What follows belongs to an exercise in optimizing a design on an open flow for small area and a short achievable clock period; a production flow would make more cautious choices.
Only simulation tests tie the RTL to the original design; equivalence was not proved.
No activity file was given, so power comes from the tool's default toggle rates.

==> flow/design.v <==
package rdq_pkg;
  localparam int unsigned DEPTH  = 256;
  localparam int unsigned AW     = 8;
  localparam int unsigned FW     = 9;
  localparam int unsigned KIND_W = 2;
  localparam int unsigned CHAR_W = 8;
  localparam int unsigned POS_W  = 10;
  localparam int unsigned STAT_W = 2;
  localparam int unsigned LEN_W  = 11;
endpackage
module rdq_store (
  input  logic            clk,
  input  logic [15:0]     wf_hi,
  input  logic [15:0]     wf_lo,
  input  logic [15:0]     wb_hi,
  input  logic [15:0]     wb_lo,
  input  logic [7:0]      wdata,
  input  logic [3:0][3:0] rsel,
  input  logic            rd_en,
  output logic [7:0]      rdata
);
  logic [7:0] mem [rdq_pkg::DEPTH];
  for (genvar i = 0; i < rdq_pkg::DEPTH; i++) begin : g_row
    logic we;
    assign we = (wf_hi[i / 16] & wf_lo[i % 16]) | (wb_hi[i / 16] & wb_lo[i % 16]);
    always_ff @(posedge clk) begin
      if (we) mem[i] <= wdata;
    end
  end
  logic [63:0][7:0] lv1;
  logic [15:0][7:0] lv2;
  logic [3:0][7:0]  lv3;
  logic [3:0][7:0]  lv3_q;
  logic [3:0]       top_q;
  always_ff @(posedge clk) begin
    lv3_q <= lv3;
    top_q <= rsel[3] & {4{rd_en}};
  end
  always_comb begin
    for (int q = 0; q < 64; q++) begin
      lv1[q] = '0;
      for (int k = 0; k < 4; k++) lv1[q] = lv1[q] | (mem[4 * q + k] & {8{rsel[0][k]}});
    end
    for (int q = 0; q < 16; q++) begin
      lv2[q] = '0;
      for (int k = 0; k < 4; k++) lv2[q] = lv2[q] | (lv1[4 * q + k] & {8{rsel[1][k]}});
    end
    for (int q = 0; q < 4; q++) begin
      lv3[q] = '0;
      for (int k = 0; k < 4; k++) lv3[q] = lv3[q] | (lv2[4 * q + k] & {8{rsel[2][k]}});
    end
    rdata = '0;
    for (int k = 0; k < 4; k++) rdata = rdata | (lv3_q[k] & {8{top_q[k]}});
  end
endmodule
module rdq_ctrl (
  input  logic                         clk,
  input  logic                         rst,
  input  logic                         start,
  input  logic [1:0]                   kind,
  input  logic [9:0]                   position,
  output logic [15:0]                  wf_hi,     
  output logic [15:0]                  wf_lo,     
  output logic [15:0]                  wb_hi,     
  output logic [15:0]                  wb_lo,     
  output logic [3:0][3:0]              rsel,      
  output logic                         rd_ok,
  output logic [1:0]                   status_now,
  output logic [8:0]                   fill_now
);
  logic [7:0] head;    
  logic [7:0] back;    
  logic [8:0] fill;
  logic       rev;
  logic [7:0] rbase;   
  logic       full;
  logic [7:0] head_dec;
  logic       is_push, is_read, phys_back, push_ok;
  assign full     = fill[8];
  assign head_dec = head - 8'd1;
  assign is_push  = kind[0] ^ kind[1];
  assign is_read  = kind[0] & kind[1];
  assign phys_back = kind[1] ^ rev;
  assign push_ok  = is_push & ~full;
  logic k1, k2;
  assign k1 = start & kind[0] & ~kind[1];
  assign k2 = start & kind[1] & ~kind[0];
  always_comb begin
    for (int h = 0; h < 16; h++) begin
      wf_hi[h] = (k1 & ~full & ~rev & (head_dec[7:4] == 4'(h))) |
                 (k2 & ~full &  rev & (head_dec[7:4] == 4'(h)));
      wb_hi[h] = (k1 & ~full &  rev & (back[7:4] == 4'(h))) |
                 (k2 & ~full & ~rev & (back[7:4] == 4'(h)));
      wf_lo[h] = (head_dec[3:0] == 4'(h));
      wb_lo[h] = (back[3:0] == 4'(h));
    end
  end
  logic [3:0][3:0]  pd_oh, dsum, dgt;
  logic [3:0][3:0][3:0] dtab;
  logic [3:0]       dgen, dprop;
  logic [3:0]       dcar;
  always_comb begin
    for (int i = 0; i < 4; i++) begin
      for (int m = 0; m < 4; m++) begin
        pd_oh[i][m] = (position[2*i +: 2] == 2'(m));
        for (int k = 0; k < 4; k++) begin
          dtab[i][k][m] = rev ? (rbase[2*i +: 2] == 2'((k + m + 1) & 3))
                              : (rbase[2*i +: 2] == 2'((k - m) & 3));
        end
        dgt[i][m] = rev ? (rbase[2*i +: 2] > 2'(m)) : (rbase[2*i +: 2] > 2'(3 - m));
      end
      for (int k = 0; k < 4; k++) begin
        dsum[i][k] = |(pd_oh[i] & dtab[i][k]);
      end
      dgen[i]  = |(pd_oh[i] & dgt[i]);
      dprop[i] = dsum[i][3];
    end
    dcar[0] = 1'b0;
    dcar[1] = dgen[0];
    dcar[2] = dgen[1] | (dprop[1] & dgen[0]);
    dcar[3] = dgen[2] | (dprop[2] & dgen[1]) | (dprop[2] & dprop[1] & dgen[0]);
    for (int i = 0; i < 4; i++) begin
      for (int k = 0; k < 4; k++) begin
        rsel[i][k] = dcar[i] ? dsum[i][(k - 1) & 3] : dsum[i][k];
      end
    end
  end
  logic [3:0] dlt, deq;
  logic       pos_lt;
  always_comb begin
    for (int i = 0; i < 4; i++) begin
      dlt[i] = (position[2*i +: 2] < fill[2*i +: 2]);
      deq[i] = (position[2*i +: 2] == fill[2*i +: 2]);
    end
    pos_lt = dlt[3] | (deq[3] & dlt[2]) | (deq[3] & deq[2] & dlt[1]) |
             (deq[3] & deq[2] & deq[1] & dlt[0]);
  end
  assign rd_ok = is_read & ~position[9] & ~position[8] & (full | pos_lt);
  always_comb begin
    status_now = 2'd0;
    if (is_push & full) status_now = 2'd1;
    if (is_read & ~rd_ok) status_now = 2'd2;
  end
  assign fill_now = push_ok ? fill + 9'd1 : fill;
  logic [7:0] head_nx, back_nx;
  logic       rev_nx;
  always_comb begin
    head_nx = head;
    back_nx = back;
    rev_nx  = rev;
    if (kind == 2'd0) rev_nx = ~rev;
    if (push_ok) begin
      if (phys_back) back_nx = back + 8'd1;
      else           head_nx = head_dec;
    end
  end
  always_ff @(posedge clk) begin
    if (rst) begin
      head  <= '0;
      back  <= '0;
      fill  <= '0;
      rev   <= 1'b0;
      rbase <= '0;
    end else if (start) begin
      fill  <= fill_now;
      head  <= head_nx;
      back  <= back_nx;
      rev   <= rev_nx;
      rbase <= rev_nx ? back_nx : head_nx;
    end
  end
endmodule
module reversible_deque (
  input  logic                         clk,
  input  logic                         rst,
  input  logic                         start,
  output logic                         busy,
  input  logic [rdq_pkg::KIND_W-1:0]   kind,
  input  logic [rdq_pkg::CHAR_W-1:0]   char_in,
  input  logic [rdq_pkg::POS_W-1:0]    position,
  output logic                         done,
  output logic [rdq_pkg::CHAR_W-1:0]   data_out,
  output logic [rdq_pkg::STAT_W-1:0]   status,
  output logic [rdq_pkg::LEN_W-1:0]    length
);
  logic [15:0] wf_hi, wf_lo, wb_hi, wb_lo;
  logic [3:0][3:0] rsel;
  logic        rd_ok;
  logic [1:0]  status_now;
  logic [8:0]  fill_now;
  logic [7:0]  rdata;
  logic [1:0]  status_q;
  logic [8:0]  length_q;
  assign busy = 1'b0;
  rdq_ctrl u_ctrl (
    .clk        (clk),
    .rst        (rst),
    .start      (start),
    .kind       (kind),
    .position   (position),
    .wf_hi      (wf_hi),
    .wf_lo      (wf_lo),
    .wb_hi      (wb_hi),
    .wb_lo      (wb_lo),
    .rsel       (rsel),
    .rd_ok      (rd_ok),
    .status_now (status_now),
    .fill_now   (fill_now)
  );
  rdq_store u_store (
    .clk   (clk),
    .wf_hi (wf_hi),
    .wf_lo (wf_lo),
    .wb_hi (wb_hi),
    .wb_lo (wb_lo),
    .wdata (char_in),
    .rsel  (rsel),
    .rd_en (rd_ok),
    .rdata (rdata)
  );
  always_ff @(posedge clk) begin
    if (rst) done <= 1'b0;
    else     done <= start;
  end
  always_ff @(posedge clk) begin
    status_q <= status_now;
    length_q <= fill_now;
  end
  assign data_out = rdata;
  assign status   = status_q;
  assign length   = {2'b00, length_q};
endmodule
==> flow/flow/run.sh <==
#!/bin/bash
export BUFFER_PORTS_ARGS="-buffer_cell sky130_fd_sc_hd__buf_4"
bash standard.sh > standard.log 2>&1
==> flow/standard.sh <==
#!/bin/bash
# synth_recipe.tcl (not shown) runs the flow's synth.tcl, then flattens the netlist and writes it again
# the make line also repeats each setting of config.mk as NAME=value (left out here)
make -C /OpenROAD-flow-scripts/flow DESIGN_CONFIG=/design/flow/config.mk WORK_HOME=/design/flow/orfs CLKGATE_MAP_FILE= SYNTH_SCRIPT=/design/flow/synth_recipe.tcl "${@:-finish}"
==> flow/config.mk <==
export PLATFORM = sky130hd
export DESIGN_NAME = reversible_deque
export DESIGN_NICKNAME = reversible_deque
export VERILOG_FILES = /design/flow/design.v
export SDC_FILE = /design/flow/constraint.sdc
export NUM_CORES = 4
export LEC_CHECK = 0
export CAP_MARGIN = 20
export CORE_MARGIN = 2
export CORE_UTILIZATION = 70
export CTS_BUF_LIST = sky130_fd_sc_hd__clkbuf_8 sky130_fd_sc_hd__clkbuf_16
export CTS_CLUSTER_DIAMETER = 70
export CTS_CLUSTER_SIZE = 30
export SETUP_SLACK_MARGIN = 3.4
export SLEW_MARGIN = 20
export TNS_END_PERCENT = 10
==> flow/constraint.sdc <==
create_clock -name core_clock -period 6.0 [get_ports {clk}]
set_input_delay 1.2000 -clock core_clock [delete_from_list [all_inputs] [get_ports {clk}]]
set_output_delay 1.2000 -clock core_clock [all_outputs]
set_load 0.01 [all_outputs]
==> impl_metrics.yaml, run 1 <==
power_and_ir_drop:
  pwr_density_cell_nw_per_um2: 321
  peakVddDrop_uv: 338
  total_power_mw: 31.5
  p_comb_share_pct: 19.0
  p_int_mw: 22.0
  power_frac_seq_pct: 53.2
  p_sw_mw: 9.47
  switching_share_pct: 30.0
  leakage_nw: 29.5
  p_clk_share_pct: 27.9
setup_path:
  cp_cell_sequence: "or2b_2, o21ai_4, xnor2_4, a21oi_2, o21ai_1, o22ai_4, buf_12, buf_6, bufbuf_16, a21oi_1, o41ai_2, nand4_1"
  crit_arrival_ns: 3.99
  crit_slowest_cell: "dfxtp_2"
  worst_path_largest_cell_delay_ns: 0.50
  cp-start-kind: "flop"
  r2r-end: "u_store.lv3_q[5]"
  r2r_slack_ns: 2.64
  required_ns: 6.63
  crit_path_start: "u_ctrl.rbase[1]"
  end_kind: "flop"
  crit_type: "flop to flop"
  rr_worst_depth: 12
  timing.rr.start: "u_ctrl.rbase[1]"
  path_max_fanout: 12
min_path:
  hp-class: "flop to flop"
  min_to: "length_q[7]"
  whs_path_depth: 1
  hp-start: "u_ctrl.fill[7]"
timing:
  finalCritPeriodShare_pct: 56.0
  fin_crit_ns: 3.36
  worst_slew_pin_slew_ns: 1.08
  setup_violations: 0
  timing.fmax_mhz: 298
  skew_ns: 0.0507
  rsz0062_at_grt: "true"
  setup-tns-final_ns: 0
  hold_violations: 0
  hold_slack_ns: 0.519
  slew_headroom_pct: 27.8
  final-max-slew-violation-count: 0
cts:
  cts_buffer_depth: 3
  cts_tree: "yes"
  htree_levels: 3
  root_buffer: "clkbuf_16"
  cts_sinks: 2130
  clk_pin_slew_ns: 0.10
  numCtsBuffers: 103
  ctsHoldBuffers: 0
  clk_latency_ns: 0.80
floorplanning:
  num_io_pins: 46
  die_w_um: 345
  start_util_pct: 70.3
  core_area_um2: 116000
  design.die.area_um2: 119000
  chipHeight_um: 345
  rows: 125
final_layout:
  fillers: 5113
  mostFrequentLayoutCell: "edfxtp_1"
  nets: 5278
  area_growth_pct: 20.7
  fin_util_pct: 84.8
  drive_above_1_share_pct: 23.8
  regArea_um2: 63200
  final_cell_mix: "2048 x edfxtp_1, 1028 x a22oi_1, 503 x a21oi_1"
  multi_input_area_um2: 22400
yosys:
  ys_seq_area_share_pct: 77.7
  synthCells: 5021
  synth_area_leaders: "edfxtp_1 76%, a22oi_1 9.6%, a21oi_1 3.3%, dfxtp_1 2.0%, o22ai_1 2.0%"
  synth_top_area_share_pct: 75.6
  syn_area_um2: 81300
  synthArstFlopShare_pct: 0
  synthFlopType: "edfxtp_1"
  synth_warnings: 4
  syn_area_per_cell_um2: 16.2
  yosysTopAreaCell: "edfxtp_1"
  synth-edff-count: 2048
  ys_types: 67
  ys_ff_latch: 2130
outcome:
  status: "timing/DRC/antenna clean"
routing:
  wl_per_cell_um: 39.7
  routed_via_density: 8.01
  antenna_left: 0
  drc: 0
  vias: 54800
  drt_iter0_drc: 10700
  dr.pass1.iters: 9
  drt_wl_total_um: 272000
placed_design:
  portBuffers: 42
  gp_congestion: 0.911
  dp_hpwl_um: 135000
global_route:
  grt_pass1_vias: 49400
  grt_max_degree: 163
  grt_pass1_wl_um: 357000
  gr-usage-all-layers_pct: 42.7
  antenna_found_initial: 3
  overflow: 0
flow_run:
  drv_cap: 0
layer usage:
metal  global-route usage (%)  part of all wire [%]
met2                     62.6                    44
met5                   0.0801                0.0048
met3                     12.2                    17
met4                     24.0                   7.7
met1                     58.6                    32
what timing repair did:
| item | in CTS | in global routing |
|---|---|---|
| gates resized for setup | 454 | 277 |
| setup endpoints to repair | 2094 | 2107 |
| pin swaps | 138 | 111 |
| cloned | 30 | 29 |
| buffers inserted | 140 | 101 |
how the worst max path moves through the flow:
stage,endpoint,slack [ns],depth (start not counted)
after floorplan,u_store.top_q[2],2.80,13
after global placement,u_store.lv3_q[3],0.72,11
after detailed placement,u_store.lv3_q[23],1.08,11
after CTS,u_store.lv3_q[10],2.86,13
after global routing,u_store.lv3_q[23],2.66,13
final,u_store.lv3_q[5],2.64,12
critical path: cells and delay by family (launching register included):
family	cells	cell delay, ns
and+or+nand+nor	2	0.54
xor gates and xnor gates	1	0.16
buffers and inverters	3	0.70
DFF	1	0.50
AOI/OAI and AO/OA	6	1.27
flip-flops by register name, summed over array words and instances, names as in the netlist:
name / count
done: 1
length_q: 9
status_q: 2
u_ctrl.back: 8
u_ctrl.fill: 9
u_ctrl.head: 8
u_ctrl.rbase: 8
u_ctrl.rev: 1
u_store.lv3_q: 32
u_store.mem: 2048
u_store.top_q: 4
power by group through the flow:
stage | Combinational, mW | Sequential [mW] | Clock (mW)
final | 5.98 | 16.8 | 8.79
after CTS | 5.05 | 16.7 | 8.68
after detailed placement | 3.92 | 17.0 | 0
after floorplan | 2.32 | 16.8 | 0
after global routing | 6.03 | 16.7 | 9.24
after global placement | 3.86 | 17.0 | 0
per-stage QoR:
| stage | std cells | area (um^2) | worst slack (ns) |
|---|---|---|---|
| final | 6841 | 98200 | 2.64 |
| after global routing | 6840 | 98200 | 2.66 |
| after CTS | 6709 | 95000 | 2.86 |
| after detailed placement | 6354 | 86100 | 1.08 |
| after global placement | 6353 | 86000 | 0.722 |
| after floorplan | 5023 | 84000 | 2.80 |
layout make-up:
cell class	count	share of cell area, %
clock buffer	103	2.63
tap	1524	1.94
sequential	2130	64.4
clock inverter	82	1.11
antenna	1	0.00255
timing repair buffer	500	7.03
inverter	21	0.131
multi-input combinational	2480	22.8
cell usage after synthesis (all sizes together), types with 19 or more instances:
cell,instances
nand3,35
edfxtp,2048
nor2,77
nand2,123
a22oi,1042
clkbuf,320
nand4,38
o22ai,261
xor2,32
o41ai,130
dfxtp,82
buf,83
ha,19
a21oi,536
xnor2,32
cells by family (layout without fill, tap and decap cells):
logic type	Yosys count	count (layout)	share of synthesized area [%]
mux	12	12	0.148
buf+inv	424	706	2.24
compound gates	2032	2033	17.0
flops	2130	2130	77.7
fa+ha+maj	19	19	0.292
other cells	1	4	0.00461
simple gates	339	349	1.96
xor+xnor	64	64	0.689
==> run 2: changes to the inputs <==
--- a/flow/config.mk
+++ b/flow/config.mk
@@ -9,8 +9,8 @@
 export CORE_MARGIN = 2
 export CORE_UTILIZATION = 70
 export CTS_BUF_LIST = sky130_fd_sc_hd__clkbuf_8 sky130_fd_sc_hd__clkbuf_16
-export CTS_CLUSTER_DIAMETER = 70
+export CTS_CLUSTER_DIAMETER = 60
 export CTS_CLUSTER_SIZE = 30
-export SETUP_SLACK_MARGIN = 3.4
+export SETUP_SLACK_MARGIN = 3.0
 export SLEW_MARGIN = 20
-export TNS_END_PERCENT = 10
+export TNS_END_PERCENT = 0
==> run 2 against run 1 <==
Effect of this change:
- sequential share of layout area rose by 2.5 points
- critical path depth rose by 1
- flip-flop and latch count unchanged
- routed wire length decreased by 8.5%
- global-route usage fell by 3.4 points
- clock skew fell by 0.020 ns
- clock power grew 15%
- via count is 5.2% lower
- synthesized cell count unchanged
- non-clock buffer count is 216 lower
- critical path type is now input port to flop
- critical endpoint is now u_store.lv3_q[25]
- largest cell class unchanged
- largest power group unchanged
- highest routed layer unchanged
==> impl_metrics.yaml, run 2 <==
outcome:
  status: "timing/DRC/antenna clean"
timing:
  rsz0062_at_grt: "true"
  setup-tns-final_ns: 0
  hold_slack_ns: 0.518
  setup_violations: 0
  fin_crit_ns: 3.46
  finalCritPeriodShare_pct: 57.7
  slew_headroom_pct: 29.2
  final-max-slew-violation-count: 0
  skew_ns: 0.0305
  timing.fmax_mhz: 289
  hold_violations: 0
  worst_slew_pin_slew_ns: 1.06
  setup_slack_ns: 2.54
final_layout:
  max_flop_register: "u_store.mem"
  layout.cells.non_filler: 6689
  mostFrequentLayoutCell: "edfxtp_1"
  nets: 5097
  top_regs: "u_store.mem x2048, u_store.lv3_q x32"
  fillers: 5813
  drive_above_1_share_pct: 19.3
  final_cell_mix: "2048 x edfxtp_1, 1041 x a22oi_1, 524 x a21oi_1"
  regArea_um2: 63100
  multi_input_area_um2: 21400
  area_growth_pct: 16.2
  largest_reg_flops: 2048
cts:
  ctsHoldBuffers: 0
  cts_tree: "yes"
  cts_buffer_depth: 3
  root_buffer: "clkbuf_16"
  clk_latency_ns: 0.79
  clk_pin_slew_ns: 0.08
  htree_levels: 4
  numCtsBuffers: 138
  cts_sinks: 2130
yosys:
  synthCells: 5021
  synthXorXnorAreaFrac_pct: 0.689
  synth_top_family_by_area: "compound AO/OA/AOI/OAI gates"
  syn_area_um2: 81300
  synthMuxAreaShare_pct: 0.148
  ys_top_cells_by_count: "2048 x edfxtp_1, 1042 x a22oi_1, 534 x a21oi_1, 320 x clkbuf_1, 260 x o22ai_1"
  ys_ff_latch: 2130
  synth_area_leaders: "edfxtp_1 76%, a22oi_1 9.6%, a21oi_1 3.3%, dfxtp_1 2.0%, o22ai_1 2.0%"
  yosysTopAreaCell: "edfxtp_1"
  synth_top_area_share_pct: 75.6
  syn_area_per_cell_um2: 16.2
  ys_seq_area_share_pct: 77.7
  synth-edff-count: 2048
  synthAdderAreaFrac_pct: 0.292
  synth_compound_area_share_pct: 17.0
  synth-simple-area-share_pct: 1.96
  synthFlopType: "edfxtp_1"
  ys_types: 67
  synth_warnings: 4
  synthArstFlopShare_pct: 0
  yosysMostFrequentCell: "edfxtp_1"
routing:
  vias: 52000
  routed_via_density: 7.77
  drc: 0
  drt_iter0_drc: 9510
  drt_wl_total_um: 249000
  wl_per_cell_um: 37.2
  antenna_left: 0
  dr.pass1.iters: 6
placed_design:
  gp_congestion: 0.936
  placedCellCount: 6349
  portBuffers: 42
  dp_hpwl_um: 135000
  dpl_worst_slack_ns: 1.18
setup_path:
  cp-start-kind: "input port"
  worst_path_largest_cell_delay_ns: 0.54
  crit_arrival_ns: 4.09
  end_kind: "flop"
  required_ns: 6.63
  cpMostUsedCell: "buf_12"
  path_max_fanout: 13
  cp_cell_sequence: "buf_12, o211ai_1, nand2_2, xnor2_4, mux2i_2, nor2_1, o22ai_4, buf_12, buf_12, clkbuf_16, a21oi_1, o41ai_2, nand4_1"
  crit_type: "input port to flop"
  crit_slowest_cell: "o41ai_2"
global_route:
  overflow: 0
  grt_max_degree: 159
  antenna_found_initial: 8
  grt_pass1_wl_um: 332000
  grt_pass1_vias: 47500
  gr-usage-all-layers_pct: 39.3
floorplanning:
  die_w_um: 345
  start_util_pct: 70.3
  num_io_pins: 46
  chipHeight_um: 345
  rows: 125
  core_area_um2: 116000
  design.die.area_um2: 119000
flow_run:
  drv_cap: 0
power_and_ir_drop:
  pwr_density_cell_nw_per_um2: 336
  peakVddDrop_uv: 326
  leakage_nw: 28.1
  total_power_mw: 31.8
min_path:
  hp-class: "flop to flop"
run 2: metal layers:
layer  global-route usage [%]  wire length [um]  part of all wire [%]
met1                     55.2             85800                    35
met2                     58.5            112000                    45
met3                     10.7             36000                    15
met4                     18.0             14700                   5.9
met5                        0                61                 0.025
run 2: through the flow:
step	util (%)	cell area (um^2)
finish	81.6	94500
global placement	74.3	86000
detailed placement	74.3	86000
global route	81.6	94500
floorplan	-	83800
CTS	79.6	92100
run 2: what timing repair did:
action / 4_1_cts / 5_1_grt
endpoints found under the hold margin: 0 / 0
pin swaps: 8 / 68
resized for setup: 179 / 223
buffers inserted: 13 / 48
endpoints found under the setup margin: 2094 / 2094
gates cloned: 4 / 25
run 2: critical path: cells and delay by family:
| family | cells | cell delay (ns) |
|---|---|---|
| AO/OA/AOI/OAI | 4 | 1.15 |
| buffers and inverters | 4 | 0.69 |
| AND/OR/NAND/NOR | 3 | 0.56 |
| XOR/XNOR | 1 | 0.22 |
| multiplexers | 1 | 0.22 |
run 2: where the power goes:
group	leakage [nW]	switching (mW)	total, mW	internal [mW]
clock network	2.32	5.18	10.1	4.91
logic	6.67	3.46	4.98	1.52
registers	19.1	0.286	16.7	16.4
total	28.1	8.93	31.8	22.8
run 2: kinds of logic (layout without fill, tap and decap cells):
family | after synthesis | after routing
muxes | 12 | 12
AOI/OAI and AO/OA | 2032 | 2034
buffers and inverters | 424 | 552
and+or+nand+nor | 339 | 348
DFF | 2130 | 2130
adders and majority gates | 19 | 19
xor gates and xnor gates | 64 | 64
other | 1 | 6
run 2: worst paths after layout:
path / from / slack, ns / cells past startpoint / to
max reg2reg: u_ctrl.rbase[0] / 2.63 / 12 / u_store.lv3_q[25]
min reg2reg: u_ctrl.fill[7] / 0.52 / 1 / length_q[7]
min: u_ctrl.fill[7] / 0.52 / 1 / length_q[7]
max: position[1] / 2.54 / 13 / u_store.lv3_q[25]
run 2: cell type report:
cell class / instances / share of cell area [%]
Sequential cell: 2130 / 66.8
Multi-Input combinational cell: 2480 / 22.6
Clock buffer: 149 / 3.90
Timing Repair Buffer: 284 / 3.46
Tap cell: 1524 / 2.02
Clock inverter: 98 / 1.06
Inverter: 21 / 0.0901
Antenna cell: 3 / 0.00795
==> run 3: changes to the inputs <==
--- a/flow/design.v
+++ b/flow/design.v
@@ -82,15 +82,10 @@
   assign is_read  = kind[0] & kind[1];
   assign phys_back = kind[1] ^ rev;
   assign push_ok  = is_push & ~full;
-  logic k1, k2;
-  assign k1 = start & kind[0] & ~kind[1];
-  assign k2 = start & kind[1] & ~kind[0];
   always_comb begin
     for (int h = 0; h < 16; h++) begin
-      wf_hi[h] = (k1 & ~full & ~rev & (head_dec[7:4] == 4'(h))) |
-                 (k2 & ~full &  rev & (head_dec[7:4] == 4'(h)));
-      wb_hi[h] = (k1 & ~full &  rev & (back[7:4] == 4'(h))) |
-                 (k2 & ~full & ~rev & (back[7:4] == 4'(h)));
+      wf_hi[h] = ~full & (head_dec[7:4] == 4'(h));
+      wb_hi[h] = ~full & (back[7:4] == 4'(h));
       wf_lo[h] = (head_dec[3:0] == 4'(h));
       wb_lo[h] = (back[3:0] == 4'(h));
     end
--- a/flow/config.mk
+++ b/flow/config.mk
@@ -13,4 +13,4 @@
 export CTS_CLUSTER_SIZE = 30
 export SETUP_SLACK_MARGIN = 3.0
 export SLEW_MARGIN = 20
-export TNS_END_PERCENT = 0
+export TNS_END_PERCENT = 5
==> run 3 against run 2 <==
Effect of this change:
- global-route usage up 3.9 points
- count of clock-buffer cells in the layout fell by 10
- non-clock buffer count grew 112
- critical path depth decreased by 10
- cell count increased by 0.70%
- die area rose by 0.96%
- clock skew rose by 0.011 ns
- sequential share of layout area shrank 0.93 points
- critical path type is now flop to flop
==> impl_metrics.yaml, run 3 <==
timing:
  rsz0062_at_grt: "true"
  final-max-slew-violation-count: 0
  skew_ns: 0.0420
  finalCritPeriodShare_pct: 57.6
  setup-tns-final_ns: 0
  setup_violations: 0
  timing.fmax_mhz: 289
  fin_crit_ns: 3.46
  worst_slew_pin_slew_ns: 1.26
  slew_headroom_pct: 15.7
  hold_violations: 0
routing:
  routed_via_density: 8.04
  dr.pass1.iters: 9
  vias: 54200
  drt_iter0_drc: 11100
  drc: 0
  antenna_left: 0
  drt_wl_total_um: 262000
  wl_per_cell_um: 38.9
yosys:
  synth_warnings: 4
  ys_seq_area_share_pct: 76.9
  synth_area_leaders: "edfxtp_1 75%, a22o_1 4.1%, a22oi_1 3.7%, a221oi_1 2.7%, dfxtp_1 2.0%"
  yosysMostFrequentCell: "edfxtp_1"
  syn_area_per_cell_um2: 16.5
  ys_types: 72
  ys_ff_latch: 2130
  syn_area_um2: 82100
  yosysTopAreaCell: "edfxtp_1"
  synthFlopType: "edfxtp_1"
  synth_top_area_share_pct: 74.9
  synth-edff-count: 2048
  synthCells: 4986
  synthArstFlopShare_pct: 0
  ys_top_cells_by_count: "2048 x edfxtp_1, 405 x a22oi_1, 385 x a22o_1, 286 x clkbuf_1, 258 x o22ai_1"
floorplanning:
  rows: 125
  chipHeight_um: 346
  core_area_um2: 116000
  num_io_pins: 46
  die_w_um: 346
  design.die.area_um2: 120000
  start_util_pct: 70.6
outcome:
  status: "timing/DRC/antenna clean"
cts:
  cts_sinks: 2130
  numCtsBuffers: 136
  htree_levels: 4
  clk_latency_ns: 0.80
  root_buffer: "clkbuf_16"
  cts_buffer_depth: 3
  cts_tree: "yes"
  clk_pin_slew_ns: 0.08
setup_path:
  cp-start-kind: "flop"
  crit_arrival_ns: 3.88
  path_max_fanout: 16
  end_kind: "flop"
  required_ns: 6.42
  crit_type: "flop to flop"
final_layout:
  fillers: 5590
  drive_above_1_share_pct: 21.2
  area_growth_pct: 16.7
  max_flop_register: "u_store.mem"
  mostFrequentLayoutCell: "edfxtp_1"
  final_cell_mix: "2048 x edfxtp_1, 398 x a22oi_1, 385 x a22o_1"
  largest_reg_flops: 2048
  top_regs: "u_store.mem x2048, u_store.lv3_q x32"
  nets: 5147
global_route:
  grt_pass1_wl_um: 368000
  grt_pass1_vias: 50500
  overflow: 0
  gr-usage-all-layers_pct: 43.2
  antenna_found_initial: 6
  grt_max_degree: 153
power_and_ir_drop:
  peakVddDrop_uv: 392
  p_int_mw: 23.5
  p_comb_share_pct: 18.9
  pwr_density_cell_nw_per_um2: 347
  total_power_mw: 33.3
  switching_share_pct: 29.4
  p_sw_mw: 9.79
  power_frac_seq_pct: 50.7
  leakage_nw: 29.5
  p_clk_share_pct: 30.4
placed_design:
  dp_hpwl_um: 137000
  portBuffers: 42
  gp_congestion: 0.926
flow_run:
  drv_cap: 0
min_path:
  hp-class: "flop to flop"
==> run 3: cell count changes after synthesis, moves of 38 or more <==
cell,delta
o41ai_1,-94
buf_2,+45
o221ai_1,+65
o211ai_1,+62
nor3_1,+133
a22o_1,+385
o21ai_0,+70
a21oi_1,-382
a2111oi_0,+38
a22oi_1,-637
a221oi_1,+252
==> run 3: cell type report <==
cell class,instances,area (um^2),area share (%)
repair buffers,396,4720,4.93
clock buffers,139,3480,3.63
inverters,20,80.1,0.0836
clock inverters,102,1150,1.21
well taps,1524,1910,1.99
multi-input cells,2421,21300,22.2
flip-flops and latches,2130,63200,65.9
diodes,4,10.0,0.0104
==> run 3: worst max-delay path, cell delays in order (launching register included) <==
cell and delay [ns]:
dfxtp_1 0.52, nor2b_1 1.03, nand2_2 0.80, o22ai_2 0.73
==> run 3: layer usage <==
metal	global-route usage, %	vias up	wire length [um]
li1	-	21300	-
met1	58.1	26600	86800
met2	62.6	5185	115000
met3	13.3	1093	40100
met4	26.1	12	19800
met5	1.56	-	268
==> run 3: kinds of logic (layout without fill, tap and decap cells) <==
logic type                 after synthesis  count (layout)  synth area share (%)
DFF                                   2130            2130                  76.9
AOI/OAI and AO/OA                     1854            1856                  17.2
and+or+nand+nor                        469             476                  2.67
buffers and inverters                  446             657                  2.24
xor gates and xnor gates                62              62                 0.661
adders and majority gates               19              19                 0.290
muxes                                    5               5                0.0610
other                                    1               7               0.00457
==> run 3: power groups by stage <==
| stage | clock [mW] | sequential (mW) | combinational (mW) |
|---|---|---|---|
| floorplan | 0 | 17.0 | 2.66 |
| global placement | 0 | 17.1 | 4.49 |
| detailed placement | 0 | 17.1 | 4.54 |
| CTS | 10.0 | 16.8 | 5.85 |
| global route | 10.6 | 16.9 | 6.40 |
| finish | 10.1 | 16.9 | 6.29 |
==> run 3: worst paths after layout <==
check | startpoint | slack [ns] | depth (start not counted) | end
setup reg to reg | u_ctrl.back[4] | 2.54 | 3 | u_store.mem[208][4]
hold reg to reg | u_ctrl.fill[7] | 0.52 | 1 | length_q[7]
setup / recovery | u_ctrl.back[4] | 2.54 | 3 | u_store.mem[208][4]
hold / removal | u_ctrl.fill[7] | 0.52 | 1 | length_q[7]
==> run 3: timing repair <==
| action | 4_1_cts | 5_1_grt |
|---|---|---|
| gates resized for setup | 623 | 120 |
| pin swaps | 87 | 38 |
| hold buffers | 0 | 0 |
| setup endpoints to repair | 2092 | 2093 |
| setup buffers | 93 | 28 |
| cloned | 30 | 1 |
==> run 3: per-stage QoR <==
step	area (um^2)	util (%)	cells	hold slack (ns)	setup WS, ns
floorplan	82200	-	4988	0.456	2.76
global placement	84700	72.9	6335	0.491	0.936
detailed placement	84700	72.9	6339	0.507	0.900
CTS	94800	81.6	6703	0.518	2.71
global route	95800	82.4	6732	0.537	2.56
finish	95800	82.5	6736	0.519	2.54
==> run 4: changes to the inputs <==
--- a/flow/config.mk
+++ b/flow/config.mk
@@ -13,4 +13,4 @@
 export CTS_CLUSTER_SIZE = 30
 export SETUP_SLACK_MARGIN = 3.0
 export SLEW_MARGIN = 20
-export TNS_END_PERCENT = 5
+export TNS_END_PERCENT = 0
==> run 4 against run 3 <==
Effect of this change:
- synthesized cell count stayed put
- via count is 0.38% higher
- register-to-register slack worse by 0.25 ns
- power is 0.66% higher
- routed wire length is 1.3% higher
- clock power hardly changed
- clock skew is 0.00078 ns lower
- highest routed layer unchanged
==> impl_metrics.yaml, run 4 <==
setup_path:
  required_ns: 6.40
  worst_path_largest_cell_delay_ns: 1.12
  crit_arrival_ns: 4.11
  cp-start-kind: "flop"
  path_max_fanout: 16
  cp_cell_sequence: "and2_1, nand2_2, o22ai_4"
  end_kind: "flop"
  crit_slowest_cell: "and2_1"
  crit_type: "flop to flop"
floorplanning:
  num_io_pins: 46
  die_w_um: 346
  rows: 125
  chipHeight_um: 346
  start_util_pct: 70.6
  design.die.area_um2: 120000
  core_area_um2: 116000
final_layout:
  largest_reg_flops: 2048
  mostFrequentLayoutCell: "edfxtp_1"
  drive_above_1_share_pct: 20.9
  fin_util_pct: 82.9
  top_regs: "u_store.mem x2048, u_store.lv3_q x32"
  max_flop_register: "u_store.mem"
  nets: 5099
  area_growth_pct: 17.3
  final_cell_mix: "2048 x edfxtp_1, 400 x a22oi_1, 385 x a22o_1"
  final_area_um2: 96300
routing:
  dr.pass1.iters: 7
  antenna_left: 0
  drc: 0
  drt_wl_total_um: 266000
  routed_via_density: 8.12
  wl_per_cell_um: 39.7
  drt_iter0_drc: 10500
  vias: 54400
yosys:
  ys_top_cells_by_count: "2048 x edfxtp_1, 405 x a22oi_1, 385 x a22o_1, 286 x clkbuf_1, 258 x o22ai_1"
  synthCells: 4986
  ys_types: 72
  synth_area_leaders: "edfxtp_1 75%, a22o_1 4.1%, a22oi_1 3.7%, a221oi_1 2.7%, dfxtp_1 2.0%"
  synth-edff-count: 2048
  synthFlopType: "edfxtp_1"
  synth_top_area_share_pct: 74.9
  syn_area_per_cell_um2: 16.5
  ys_ff_latch: 2130
  syn_area_um2: 82100
  ys_seq_area_share_pct: 76.9
  synthArstFlopShare_pct: 0
  yosysMostFrequentCell: "edfxtp_1"
  yosysTopAreaCell: "edfxtp_1"
  synth_warnings: 4
placed_design:
  gp_congestion: 0.950
  dp_hpwl_um: 138000
  portBuffers: 42
  placed_cell_area_um2: 84300
min_path:
  hp-class: "flop to flop"
flow_run:
  drv_cap: 0
global_route:
  overflow: 0
  gr-usage-all-layers_pct: 42.1
  antenna_found_initial: 9
  grt_pass1_wl_um: 360000
  grt_pass1_vias: 49600
  grt_max_degree: 212
timing:
  final-max-slew-violation-count: 0
  worst_slew_pin_slew_ns: 1.38
  finalCritPeriodShare_pct: 61.8
  fin_crit_ns: 3.71
  rsz0062_at_grt: "true"
  timing.fmax_mhz: 270
  skew_ns: 0.0412
  setup-tns-final_ns: 0
  slew_headroom_pct: 8.14
  hold_violations: 0
  setup_violations: 0
outcome:
  status: "timing/DRC/antenna clean"
cts:
  cts_tree: "yes"
  root_buffer: "clkbuf_16"
  ctsHoldBuffers: 0
  cts_sinks: 2130
  numCtsBuffers: 139
  clk_pin_slew_ns: 0.09
  cts_buffer_depth: 3
  clk_latency_ns: 0.79
  htree_levels: 4
power_and_ir_drop:
  pwr_density_cell_nw_per_um2: 348
  leakage_nw: 29.2
  peakVddDrop_uv: 369
[run 4: cell counts after synthesis]
No cell type changed its count.
[run 4: worst max-delay path: cells and delay by family (launching register included)]
family / cells / cell delay, ns
AO/OA/AOI/OAI: 1 / 0.71
AND/OR/NAND/NOR: 2 / 2.05
flip-flops: 1 / 0.54
[run 4: final cells by class]
| type | instances | area (um^2) |
|---|---|---|
| flip-flops and latches | 2130 | 63200 |
| inverters | 20 | 78.8 |
| clock buffers | 142 | 3540 |
| clock inverters | 106 | 1190 |
| well taps | 1524 | 1910 |
| fillers | 5381 | 19900 |
| multi-input cells | 2422 | 22200 |
| diodes | 10 | 25.0 |
| repair buffers | 344 | 4230 |
[run 4: final timing paths]
check	startpoint	end	slack (ns)	cells past startpoint
worst max-delay path	u_ctrl.back[4]	u_store.mem[122][1]	2.29	3
worst min-delay path	u_ctrl.fill[7]	length_q[7]	0.49	1
worst max register to register	u_ctrl.back[4]	u_store.mem[122][1]	2.29	3
worst min register to register	u_ctrl.fill[7]	length_q[7]	0.49	1
[run 4: logic make-up after synthesis]
family	Yosys count	share of synthesized area [%]
other	1	0.00457
multiplexers	5	0.0610
flip-flops	2130	76.9
XOR/XNOR	62	0.661
buffers and inverters	446	2.24
AND/OR/NAND/NOR	469	2.67
adder cells (fa/ha/maj)	19	0.290
AO/OA/AOI/OAI	1854	17.2
[run 4: layer usage]
metal | global-route usage (%) | wire length (um)
met3 | 12.5 | 40400
met2 | 61.2 | 117000
met4 | 24.3 | 20700
met1 | 57.4 | 87400
met5 | 0.240 | 68
[run 4: power breakdown]
part | switching, mW | internal [mW]
Sequential | 0.282 | 16.6
Clock | 5.23 | 4.99
Combinational | 4.30 | 2.09
Total | 9.81 | 23.7
[run 4: what timing repair did]
item,CTS,global route
pin swaps,77,66
endpoints found under the setup margin,2095,2096
setup buffers,85,42
gates resized for setup,699,132
cloned,16,14
endpoints found under the hold margin,0,0
[run 4: through the flow]
step	cells	setup WS (ns)	power (mW)	hold slack, ns
detailed placement	6278	0.733	21.7	0.480
floorplan	4988	2.73	19.6	0.456
global placement	6278	0.359	21.6	0.475
CTS	6627	2.81	32.5	0.494
global route	6688	2.52	34.0	0.535
finish	6698	2.29	33.5	0.495
==> run 5: changes to the inputs <==
==> flow/flow/run.sh (replaced) <==
#!/bin/bash
export BUFFER_PORTS_ARGS="-buffer_cell sky130_fd_sc_hd__buf_4"
export REMOVE_ABC_BUFFERS=1
bash standard.sh > standard.log 2>&1
--- a/flow/config.mk
+++ b/flow/config.mk
@@ -9,8 +9,8 @@
 export CORE_MARGIN = 2
 export CORE_UTILIZATION = 70
 export CTS_BUF_LIST = sky130_fd_sc_hd__clkbuf_8 sky130_fd_sc_hd__clkbuf_16
-export CTS_CLUSTER_DIAMETER = 60
+export CTS_CLUSTER_DIAMETER = 70
 export CTS_CLUSTER_SIZE = 30
 export SETUP_SLACK_MARGIN = 3.0
 export SLEW_MARGIN = 20
-export TNS_END_PERCENT = 0
+export TNS_END_PERCENT = 5
==> run 5 against run 4 <==
Effect of this change:
- largest cell class unchanged
- clock skew shrank 0.0073 ns
- area after synthesis is the same
- setup slack gained 0.24 ns
- sequential share of layout area grew 0.11 points
- still clean
- final area shrank 0.17%
==> impl_metrics.yaml, run 5 <==
outcome:
  status: "timing/DRC/antenna clean"
routing:
  antenna_left: 0
  routed_via_density: 8.07
  drt_iter0_drc: 11200
  drc: 0
  vias: 54000
  wl_per_cell_um: 40.4
  dr.pass1.iters: 9
  drt_wl_total_um: 270000
yosys:
  synthArstFlopShare_pct: 0
  synth_top_area_share_pct: 74.9
  yosysTopAreaCell: "edfxtp_1"
  ys_ff_latch: 2130
  synth-edff-count: 2048
  ys_top_cells_by_count: "2048 x edfxtp_1, 405 x a22oi_1, 385 x a22o_1, 286 x clkbuf_1, 258 x o22ai_1"
  syn_area_per_cell_um2: 16.5
  synth_warnings: 4
  synth_area_leaders: "edfxtp_1 75%, a22o_1 4.1%, a22oi_1 3.7%, a221oi_1 2.7%, dfxtp_1 2.0%"
  synthCells: 4986
  ys_seq_area_share_pct: 76.9
  syn_area_um2: 82100
  synthFlopType: "edfxtp_1"
  yosysMostFrequentCell: "edfxtp_1"
  ys_types: 72
global_route:
  grt_pass1_wl_um: 369000
  antenna_found_initial: 8
  grt_max_degree: 150
  grt_pass1_vias: 49800
  overflow: 0
  gr-usage-all-layers_pct: 43.7
setup_path:
  r2r-end: "u_store.lv3_q[7]"
  crit_type: "input port to flop"
  rr_worst_depth: 13
  r2r_slack_ns: 2.59
  timing.rr.start: "u_ctrl.rbase[1]"
  cp-start-kind: "input port"
  end_kind: "flop"
  crit_arrival_ns: 4.09
  required_ns: 6.62
  path_max_fanout: 7
min_path:
  hp-class: "flop to flop"
  hp-start: "u_ctrl.rbase[7]"
  whs_path_depth: 2
  min_to: "u_ctrl.rbase[7]"
timing:
  slew_headroom_pct: 26.0
  hold_slack_ns: 0.518
  timing.fmax_mhz: 288
  final-max-slew-violation-count: 0
  setup_slack_ns: 2.53
  rsz0062_at_grt: "true"
  setup_violations: 0
  hold_violations: 0
  skew_ns: 0.0339
  worst_slew_pin_slew_ns: 1.11
  fin_crit_ns: 3.47
  finalCritPeriodShare_pct: 57.9
power_and_ir_drop:
  p_sw_mw: 9.67
  switching_share_pct: 30.0
  pwr_density_cell_nw_per_um2: 335
  p_comb_share_pct: 20.4
  power_frac_seq_pct: 52.3
  p_clk_share_pct: 27.3
  p_int_mw: 22.5
  total_power_mw: 32.2
  leakage_nw: 29.1
  peakVddDrop_uv: 468
floorplanning:
  design.die.area_um2: 120000
  start_util_pct: 70.6
  rows: 125
  chipHeight_um: 346
  die_w_um: 346
  num_io_pins: 46
  core_area_um2: 116000
final_layout:
  drive_above_1_share_pct: 20.8
  fillers: 5458
  final_area_um2: 96100
  nets: 5121
  area_growth_pct: 17.1
  final_cell_mix: "2048 x edfxtp_1, 402 x a22oi_1, 385 x a22o_1"
  top_regs: "u_store.mem x2048, u_store.lv3_q x32"
  max_flop_register: "u_store.mem"
  mostFrequentLayoutCell: "edfxtp_1"
  largest_reg_flops: 2048
cts:
  clk_pin_slew_ns: 0.10
  root_buffer: "clkbuf_16"
  numCtsBuffers: 105
  cts_sinks: 2130
  htree_levels: 3
  cts_tree: "yes"
  cts_buffer_depth: 3
  clk_latency_ns: 0.77
flow_run:
  drv_cap: 0
placed_design:
  placed_cell_area_um2: 84500
  gp_congestion: 0.913
  portBuffers: 42
  dp_hpwl_um: 137000
  dpl_worst_slack_ns: 0.791
-- run 5: cell count changes in the layout (fill, tap and decap cells not counted), sizes merged, moves of 5 or more --
cell | previous run | this run
clkinv | 54 | 31
buf | 331 | 387
inv | 51 | 61
clkinvlp | 10 | 5
bufinv | 11 | 5
bufbuf | 2 | 10
diode | 10 | 4
clkbuf | 153 | 110
-- run 5: repair_timing --
item,in CTS,in global routing
hold buffers,0,0
endpoints found under the hold margin,0,0
endpoints found under the setup margin,2094,2097
pin swaps,95,63
resized for setup,728,107
buffers inserted,100,72
cloned,29,5
-- run 5: logic make-up (layout without fill, tap and decap cells) --
logic type / after synthesis / count (layout) / share of synthesized area (%)
muxes: 5 / 5 / 0.0610
xor gates and xnor gates: 62 / 62 / 0.661
AOI/OAI and AO/OA: 1854 / 1859 / 17.2
adders and majority gates: 19 / 19 / 0.290
other: 1 / 7 / 0.00457
buffers and inverters: 446 / 609 / 2.24
DFF: 2130 / 2130 / 76.9
and+or+nand+nor: 469 / 474 / 2.67
-- run 5: stage by stage --
step	TNS, ns	cells	utilization [%]
2_1_floorplan	-460.35	4562	-
3_3_place_gp	0	6287	72.6
3_5_place_dp	0	6288	72.7
4_1_cts	0	6606	81.3
5_1_grt	0	6686	82.7
6_report	0	6689	82.7
-- run 5: cell type report --
| type | instances | area [um^2] | area share [%] |
|---|---|---|---|
| Antenna cell | 4 | 10.0 | 0.0104 |
| Clock buffer | 107 | 2660 | 2.76 |
| Clock inverter | 82 | 1020 | 1.06 |
| Inverter | 20 | 78.8 | 0.0820 |
| Multi-Input combinational cell | 2422 | 22200 | 23.1 |
| Sequential cell | 2130 | 63200 | 65.7 |
| Tap cell | 1524 | 1910 | 1.98 |
| Timing Repair Buffer | 400 | 5110 | 5.32 |
-- run 5: worst max-delay path: stages --
cell and delay, ns:
buf_12 0.13, xnor2_4 0.24, or2_4 0.22, buf_12 0.11, o21ai_2 0.19, buf_4 0.24, a22o_1 0.25, a221oi_2 0.55
o221ai_1 0.22, o211ai_1 0.54, o2111ai_1 0.18
-- run 5: power groups by stage --
| stage | Combinational (mW) | Sequential (mW) | Clock, mW |
|---|---|---|---|
| floorplan | 3.10 | 17.0 | 0 |
| global placement | 4.54 | 17.1 | 0 |
| detailed placement | 4.59 | 17.1 | 0 |
| CTS | 5.93 | 16.8 | 8.71 |
| global route | 6.65 | 16.8 | 9.24 |
| finish | 6.57 | 16.8 | 8.78 |
-- run 5: worst max path at each step --
stage	start	endpoint	slack, ns	cells after the start
6_report	position[1]	u_store.lv3_q[3]	2.53	11
5_1_grt	position[1]	u_store.lv3_q[16]	2.53	15
4_1_cts	position[1]	u_store.lv3_q[16]	2.82	12
3_5_place_dp	position[3]	u_store.lv3_q[2]	0.79	9
3_3_place_gp	position[3]	u_store.lv3_q[15]	0.61	8
2_1_floorplan	position[1]	u_store.lv3_q[0]	-14.39	8
-- run 5: metal layers --
metal  global-route usage (%)  vias up  share of wire [%]
li1                         -    21200                  -
met4                     27.4       10                7.8
met2                     62.7     4981                 44
met1                     58.6    26700                 33
met5                        0        -              0.027
met3                     14.2      987                 16
==> run 6: changes to the inputs <==
--- a/flow/design.v
+++ b/flow/design.v
@@ -94,6 +94,9 @@
   logic [3:0][3:0][3:0] dtab;
   logic [3:0]       dgen, dprop;
   logic [3:0]       dcar;
+  logic [15:0]      nib_oh, ncar;
+  logic [3:0][15:0] ntab;
+  logic [3:0]       nsum1;
   always_comb begin
     for (int i = 0; i < 4; i++) begin
       for (int m = 0; m < 4; m++) begin
@@ -110,11 +113,29 @@
       dgen[i]  = |(pd_oh[i] & dgt[i]);
       dprop[i] = dsum[i][3];
     end
+    for (int m = 0; m < 16; m++) begin
+      nib_oh[m] = (position[3:0] == 4'(m));
+      ncar[m]   = 1'b0;
+      for (int k = 0; k < 4; k++) ntab[k][m] = 1'b0;
+      for (int v = 0; v < 16; v++) begin
+        for (int k = 0; k < 4; k++) begin
+          if ((((v + m) >> 2) & 3) == k)
+            ntab[k][m] = ntab[k][m] | (~rev & (rbase[3:0] == 4'(v)));
+          if ((((v + 15 - m) >> 2) & 3) == k)
+            ntab[k][m] = ntab[k][m] | (rev & (rbase[3:0] == 4'(v)));
+        end
+        if (v + m > 15)      ncar[m] = ncar[m] | (~rev & (rbase[3:0] == 4'(v)));
+        if (v + 15 - m > 15) ncar[m] = ncar[m] | (rev & (rbase[3:0] == 4'(v)));
+      end
+    end
+    for (int k = 0; k < 4; k++) nsum1[k] = |(nib_oh & ntab[k]);
     dcar[0] = 1'b0;
-    dcar[1] = dgen[0];
-    dcar[2] = dgen[1] | (dprop[1] & dgen[0]);
-    dcar[3] = dgen[2] | (dprop[2] & dgen[1]) | (dprop[2] & dprop[1] & dgen[0]);
-    for (int i = 0; i < 4; i++) begin
+    dcar[1] = 1'b0;
+    dcar[2] = |(nib_oh & ncar);
+    dcar[3] = dgen[2] | (dprop[2] & dcar[2]);
+    rsel[0] = dsum[0];
+    rsel[1] = nsum1;
+    for (int i = 2; i < 4; i++) begin
       for (int k = 0; k < 4; k++) begin
         rsel[i][k] = dcar[i] ? dsum[i][(k - 1) & 3] : dsum[i][k];
       end
==> flow/flow/run.sh (replaced) <==
#!/bin/bash
export BUFFER_PORTS_ARGS="-buffer_cell sky130_fd_sc_hd__buf_4"
bash standard.sh > standard.log 2>&1
==> run 6 against run 5 <==
Effect of this change:
- first-iteration DRC count shrank 5.2%
- maximum frequency increased by 3.4%
- largest cell class unchanged
- routed wire length fell by 4.2%
- still clean
- synthesized cell count up 0.10%
- sequential power barely moved
- worst hold slack better by 0.018 ns
- largest power group unchanged
==> impl_metrics.yaml, run 6 <==
outcome:
  status: "timing/DRC/antenna clean"
cts:
  cts_sinks: 2130
  cts_buffer_depth: 3
  htree_levels: 3
  cts_tree: "yes"
  numCtsBuffers: 104
  clk_latency_ns: 0.77
  root_buffer: "clkbuf_16"
  ctsHoldBuffers: 0
  clk_pin_slew_ns: 0.12
floorplanning:
  rows: 126
  chipHeight_um: 348
  die_w_um: 348
  start_util_pct: 70.3
  design.die.area_um2: 121000
  num_io_pins: 46
  core_area_um2: 118000
routing:
  dr.pass1.iters: 7
  routed_via_density: 8.14
  vias: 54100
  wl_per_cell_um: 39.0
  drc: 0
  drt_wl_total_um: 259000
  antenna_left: 0
  drt_iter0_drc: 10600
setup_path:
  worst_path_largest_cell_delay_ns: 0.55
  required_ns: 4.80
  r2r-end: "u_store.mem[157][1]"
  cp_cell_sequence: "a22oi_1, nand2_1, buf_4"
  timing.rr.start: "u_ctrl.back[1]"
  crit_buf_inv: 1
  cp-start-kind: "flop"
  path_max_fanout: 8
  end_kind: "output pin"
  critPathTopFamily: "compound AO/OA/AOI/OAI gates"
  crit_type: "flop to output pin"
  rr_worst_depth: 5
  r2r_slack_ns: 2.66
  crit_slowest_cell: "a22oi_1"
  crit_arrival_ns: 2.16
  crit_path_start: "u_store.top_q[2]"
timing:
  rsz0062_at_grt: "true"
  hold_violations: 0
  final-max-slew-violation-count: 0
  setup-tns-final_ns: 0
  finalCritPeriodShare_pct: 56.0
  skew_ns: 0.0416
  worst_slew_pin_slew_ns: 1.30
  fin_crit_ns: 3.36
  setup_violations: 0
  setup_slack_ns: 2.64
  timing.fmax_mhz: 298
  slew_headroom_pct: 13.4
power_and_ir_drop:
  total_power_mw: 32.1
  p_int_mw: 22.5
  power_frac_seq_pct: 52.4
  p_comb_share_pct: 19.9
  switching_share_pct: 29.8
  p_clk_share_pct: 27.7
  pwr_density_cell_nw_per_um2: 336
  peakVddDrop_uv: 378
  p_sw_mw: 9.55
  leakage_nw: 28.8
placed_design:
  dpl_worst_slack_ns: 1.48
  placed_cell_area_um2: 84800
  gp_congestion: 0.950
  portBuffers: 42
  dp_hpwl_um: 134000
yosys:
  syn_area_um2: 82600
  synth_top_area_share_pct: 74.4
  synthCells: 4991
  yosysMostFrequentCell: "edfxtp_1"
  synth_warnings: 4
  synth_area_leaders: "edfxtp_1 74%, a221oi_1 5.4%, a22o_1 5.4%, o22ai_1 3.9%, dfxtp_1 2.0%"
  synth-edff-count: 2048
  yosysTopAreaCell: "edfxtp_1"
  ys_top_cells_by_count: "2048 x edfxtp_1, 516 x o22ai_1, 514 x a221oi_1, 514 x a22o_1, 260 x clkbuf_1"
  ys_seq_area_share_pct: 76.4
  synthArstFlopShare_pct: 0
  syn_area_per_cell_um2: 16.6
  synthFlopType: "edfxtp_1"
  ys_types: 88
  ys_ff_latch: 2130
final_layout:
  drive_above_1_share_pct: 20.4
  max_flop_register: "u_store.mem"
  fillers: 5861
  final_cell_mix: "2048 x edfxtp_1, 514 x a22o_1, 493 x a221oi_1"
  largest_reg_flops: 2048
  final_area_um2: 95500
  top_regs: "u_store.mem x2048, u_store.lv3_q x32"
  area_growth_pct: 15.6
  nets: 5056
  mostFrequentLayoutCell: "edfxtp_1"
global_route:
  grt_pass1_wl_um: 351000
  gr-usage-all-layers_pct: 40.5
  grt_max_degree: 165
  overflow: 0
  grt_pass1_vias: 48600
  antenna_found_initial: 9
flow_run:
  drv_cap: 0
min_path:
  hp-start: "u_ctrl.back[1]"
  min_to: "u_ctrl.back[1]"
  hp-class: "flop to flop"
  whs_path_depth: 2
==> run 6: cell types whose count changed in the layout (fill, tap and decap cells not counted), moves of 106 or more <==
cell,delta
nor3_1,-121
a221oi_1,+281
o22ai_1,+212
a22o_1,+129
a21oi_1,-106
a22oi_1,-383
==> run 6: worst max path at each step <==
stage / end / slack, ns / cells after the start
floorplan: u_store.lv3_q[0] / 2.80 / 13
global placement: u_store.mem[115][3] / 1.08 / 7
detailed placement: u_store.mem[207][6] / 1.48 / 8
CTS: u_store.mem[166][2] / 2.83 / 9
global route: data_out[1] / 2.66 / 3
finish: data_out[1] / 2.64 / 3
==> run 6: timing repair <==
action                                  4_1_cts  5_1_grt
pin swaps                                    42      111
endpoints found under the setup margin     2093     2097
setup buffers                                53       55
gates cloned                                 15       24
resized for setup                           594      229
==> run 6: layout make-up <==
cell class / instances / area [um^2] / share of cell area [%]
Timing Repair Buffer: 348 / 4490 / 4.70
Antenna cell: 4 / 10.0 / 0.0105
Sequential cell: 2130 / 63200 / 66.1
Clock inverter: 83 / 1130 / 1.19
Clock buffer: 107 / 2670 / 2.79
Multi-Input combinational cell: 2408 / 22100 / 23.1
Inverter: 22 / 97.6 / 0.102
Tap cell: 1536 / 1920 / 2.01
==> run 6: power by group through the flow <==
stage	Sequential (mW)	Clock [mW]	Combinational, mW
6_report	16.8	8.88	6.37
3_3_place_gp	17.1	0	4.49
3_5_place_dp	17.1	0	4.52
5_1_grt	16.8	9.32	6.46
4_1_cts	16.8	8.84	5.34
2_1_floorplan	17.0	0	2.79
==> run 6: tightest hold or removal path, cell delays in order (launching register included) <==
cell and delay (ns):
dfxtp_1 0.37, nand2_1 0.07, a21oi_1 0.06
==> run 6: through the flow <==
stage                     instances  utilization (%)  hold slack, ns
final                          6638             81.2           0.536
after global routing           6637             81.2           0.564
after CTS                      6555             79.1           0.529
after detailed placement       6297             72.1           0.512
after global placement         6296             72.0           0.503
after floorplan                4993                -           0.477
==> run 6: cell families (layout without fill, tap and decap cells) <==
family	Yosys count	count (layout)	synth area share, %
AO/OA/AOI/OAI	1864	1864	17.3
XOR/XNOR	67	67	0.746
adder cells (fa/ha/maj)	19	19	0.288
buffers and inverters	461	560	2.53
flip-flops	2130	2130	76.4
multiplexers	6	6	0.0742
other	1	7	0.00454
AND/OR/NAND/NOR	443	449	2.70
==> run 6: routing by layer <==
metal	GRT usage [%]	vias up	part of all wire, %
met3	11.6	930	15
li1	-	21300	-
met4	16.4	12	6.3
met1	58.7	26700	35
met5	0.120	-	0.087
met2	58.8	5106	44
==> run 7: changes to the inputs <==
==> flow/flow/run.sh (replaced) <==
#!/bin/bash
export BUFFER_PORTS_ARGS="-buffer_cell sky130_fd_sc_hd__buf_4"
export REMOVE_ABC_BUFFERS=1
bash standard.sh > standard.log 2>&1
==> run 7 against run 6 <==
Effect of this change:
- still clean on timing, DRC and antenna
- non-clock buffer count up 43
- global-route usage up 1.2 points
- critical path depth up 7
- cell count up 0.89%
- setup slack worse by 0.055 ns
- combinational power down 2%
- maximum frequency down 1.6%
- clock skew down 0.0055 ns
- critical path type is now input port to flop
==> impl_metrics.yaml, run 7 <==
outcome:
  status: "timing/DRC/antenna clean"
floorplanning:
  core_area_um2: 118000
  die_w_um: 348
  rows: 126
  start_util_pct: 70.3
  num_io_pins: 46
  chipHeight_um: 348
  design.die.area_um2: 121000
global_route:
  grt_max_degree: 171
  antenna_found_initial: 6
  gr-usage-all-layers_pct: 41.7
  grt_pass1_wl_um: 361000
  overflow: 0
  grt_pass1_vias: 50100
final_layout:
  largest_reg_flops: 2048
  drive_above_1_share_pct: 20.3
  top_regs: "u_store.mem x2048, u_store.lv3_q x32"
  max_flop_register: "u_store.mem"
  layout.cells.non_filler: 6697
  final_area_um2: 96400
  nets: 5106
  final_cell_mix: "2048 x edfxtp_1, 514 x a22o_1, 501 x a221oi_1"
  mostFrequentLayoutCell: "edfxtp_1"
  area_growth_pct: 16.6
  fillers: 5631
setup_path:
  crit_arrival_ns: 4.02
  rr_worst_depth: 10
  cp-start-kind: "input port"
  crit_path_start: "position[0]"
  endpoint: "u_store.lv3_q[21]"
  timing.rr.start: "u_ctrl.rbase[0]"
  end_kind: "flop"
  required_ns: 6.61
  crit_type: "input port to flop"
  r2r-end: "u_store.lv3_q[21]"
  r2r_slack_ns: 2.62
  path_max_fanout: 57
yosys:
  synth-edff-count: 2048
  ys_ff_latch: 2130
  yosysTopAreaCell: "edfxtp_1"
  synth_top_area_share_pct: 74.4
  ys_types: 88
  ys_seq_area_share_pct: 76.4
  synthArstFlopShare_pct: 0
  synthCells: 4991
  synth_area_leaders: "edfxtp_1 74%, a221oi_1 5.4%, a22o_1 5.4%, o22ai_1 3.9%, dfxtp_1 2.0%"
  synth_warnings: 4
  syn_area_um2: 82600
  yosysMostFrequentCell: "edfxtp_1"
  synthFlopType: "edfxtp_1"
  ys_top_cells_by_count: "2048 x edfxtp_1, 516 x o22ai_1, 514 x a221oi_1, 514 x a22o_1, 260 x clkbuf_1"
  syn_area_per_cell_um2: 16.6
timing:
  fin_crit_ns: 3.41
  skew_ns: 0.0361
  rsz0062_at_grt: "true"
  final-max-slew-violation-count: 0
  setup_violations: 0
  slew_headroom_pct: 19.2
  worst_slew_pin_slew_ns: 1.21
  finalCritPeriodShare_pct: 56.9
  hold_violations: 0
  timing.fmax_mhz: 293
power_and_ir_drop:
  peakVddDrop_uv: 347
  leakage_nw: 29.3
  total_power_mw: 32.3
  pwr_density_cell_nw_per_um2: 336
cts:
  numCtsBuffers: 110
  ctsHoldBuffers: 0
  cts_buffer_depth: 3
  root_buffer: "clkbuf_16"
  htree_levels: 3
  cts_sinks: 2130
  clk_latency_ns: 0.78
  cts_tree: "yes"
  clk_pin_slew_ns: 0.10
placed_design:
  placedCellCount: 6277
  placed_cell_area_um2: 84500
  gp_congestion: 0.946
  portBuffers: 42
  dp_hpwl_um: 131000
routing:
  drt_iter0_drc: 9777
  antenna_left: 0
  dr.pass1.iters: 10
  vias: 54400
  drc: 0
  wl_per_cell_um: 38.7
  drt_wl_total_um: 259000
  routed_via_density: 8.12
min_path:
  hp-class: "flop to flop"
flow_run:
  drv_cap: 0
run 7: routing by layer:
metal  share of wire (%)  up-vias  GRT usage, %
met5               0.024        -        0.0400
met4                 7.5        8          24.3
met2                  45     4883          61.5
met3                  14     1118          10.7
li1                    -    21400             -
met1                  34    26900          57.1
run 7: timing repair:
item,CTS,global route
setup buffers,111,63
endpoints found under the setup margin,2092,2093
gates resized for setup,755,60
gates cloned,35,2
pin swaps,118,83
run 7: power breakdown:
group / switching [mW] / total [mW] / internal (mW) / leakage, nW
combinational: 4.07 / 6.22 / 2.15 / 8.16
sequential: 0.286 / 16.9 / 16.6 / 19.1
clock: 5.33 / 9.25 / 3.92 / 2.01
total: 9.69 / 32.3 / 22.7 / 29.3
run 7: worst min-delay path by stage:
stage	from	to	slack, ns	cells past startpoint
6_report	u_ctrl.fill[5]	length_q[5]	0.53	1
5_1_grt	u_ctrl.fill[2]	length_q[2]	0.54	1
4_1_cts	u_ctrl.back[1]	u_ctrl.back[1]	0.53	2
3_5_place_dp	u_ctrl.back[1]	u_ctrl.back[1]	0.51	2
3_3_place_gp	u_ctrl.back[1]	u_ctrl.back[1]	0.50	2
2_1_floorplan	u_ctrl.back[1]	u_ctrl.back[1]	0.47	2
run 7: per-stage QoR:
stage / hold WS, ns / utilization, % / setup TNS (ns) / setup slack, ns
2_1_floorplan: 0.471 / - / -230.10 / -7.20
4_1_cts: 0.527 / 80.7 / 0 / 2.80
6_report: 0.529 / 81.9 / 0 / 2.59
5_1_grt: 0.539 / 81.9 / 0 / 2.58
3_3_place_gp: 0.501 / 71.9 / 0 / 1.24
3_5_place_dp: 0.513 / 71.9 / 0 / 1.20
run 7: final cells by class:
cell class / instances / area (um^2) / area share [%]
Tap cell: 1536 / 1920 / 1.99
Inverter: 22 / 98.8 / 0.103
Antenna cell: 1 / 2.50 / 0.00260
Clock buffer: 112 / 2800 / 2.91
Clock inverter: 96 / 1260 / 1.31
Timing Repair Buffer: 391 / 5270 / 5.47
Sequential cell: 2130 / 63200 / 65.5
Multi-Input combinational cell: 2409 / 21800 / 22.7
run 7: critical path: stages:
cell      delay [ns]
buf_12          0.14
xnor2_1         0.21
nand3_4         0.32
nand2_8         0.28
buf_12          0.31
a22o_1          0.21
a221oi_1        0.81
o22ai_4         0.14
o21ai_1         0.20
nand4_1         0.17
run 7: cells by family (layout without fill, tap and decap cells):
group                    after synthesis  count (layout)  synth area share (%)
AO/OA/AOI/OAI                       1864            1864                  17.3
XOR/XNOR                              67              67                 0.746
adder cells (fa/ha/maj)               19              19                 0.288
buffers and inverters                461             621                  2.53
flip-flops                          2130            2130                  76.4
multiplexers                           6               6                0.0742
other                                  1               4               0.00454
AND/OR/NAND/NOR                      443             450                  2.70

-- static timing again, ports no longer ideal --
No port has a modelled driver above. Below, the same layouts with a new extraction and two added sets of constraints. Step 1, drivers: a clkbuf_16 drives clk and a buf_2 each remaining input, both assumed. Step 2 times the ports against the registers' clock, not the clock port: input delays grow and output delays shrink by t, the midpoint of the rising clock arrivals with the driver on. Three values: ideal, step 1, step 2; two values: the first two.
run	t, ns	slack for setup (ns)	hold slack, ns	worst setup path at the end	slew at the worst register clock pin (ns)
run 1	0.857	2.640 / 2.640 / 1.829	0.519 / 0.519 / 0.519	input to register	0.12 / 0.12
run 2	0.859	2.538 / 2.570 / 1.711	0.518 / 0.518 / 0.518	input to register	0.11 / 0.11
run 3	0.858	2.541 / 2.541 / 1.846	0.519 / 0.519 / 0.519	input to register	0.11 / 0.11
run 4	0.839	2.291 / 2.291 / 1.751	0.495 / 0.495 / 0.495	input to register	0.11 / 0.11
run 5	0.832	2.528 / 2.513 / 1.681	0.518 / 0.518 / 0.518	input to register	0.11 / 0.11
run 6	0.820	2.642 / 2.574 / 1.934	0.536 / 0.536 / 0.536	input to register	0.12 / 0.12
run 7	0.843	2.587 / 2.573 / 1.770	0.529 / 0.529 / 0.529	input to register	0.12 / 0.12
After both steps setup and hold are still met in every run listed. For run 5, which loses most, drivers alone change the setup slack by -0.015 ns; drivers and shift together by -0.847 ns.
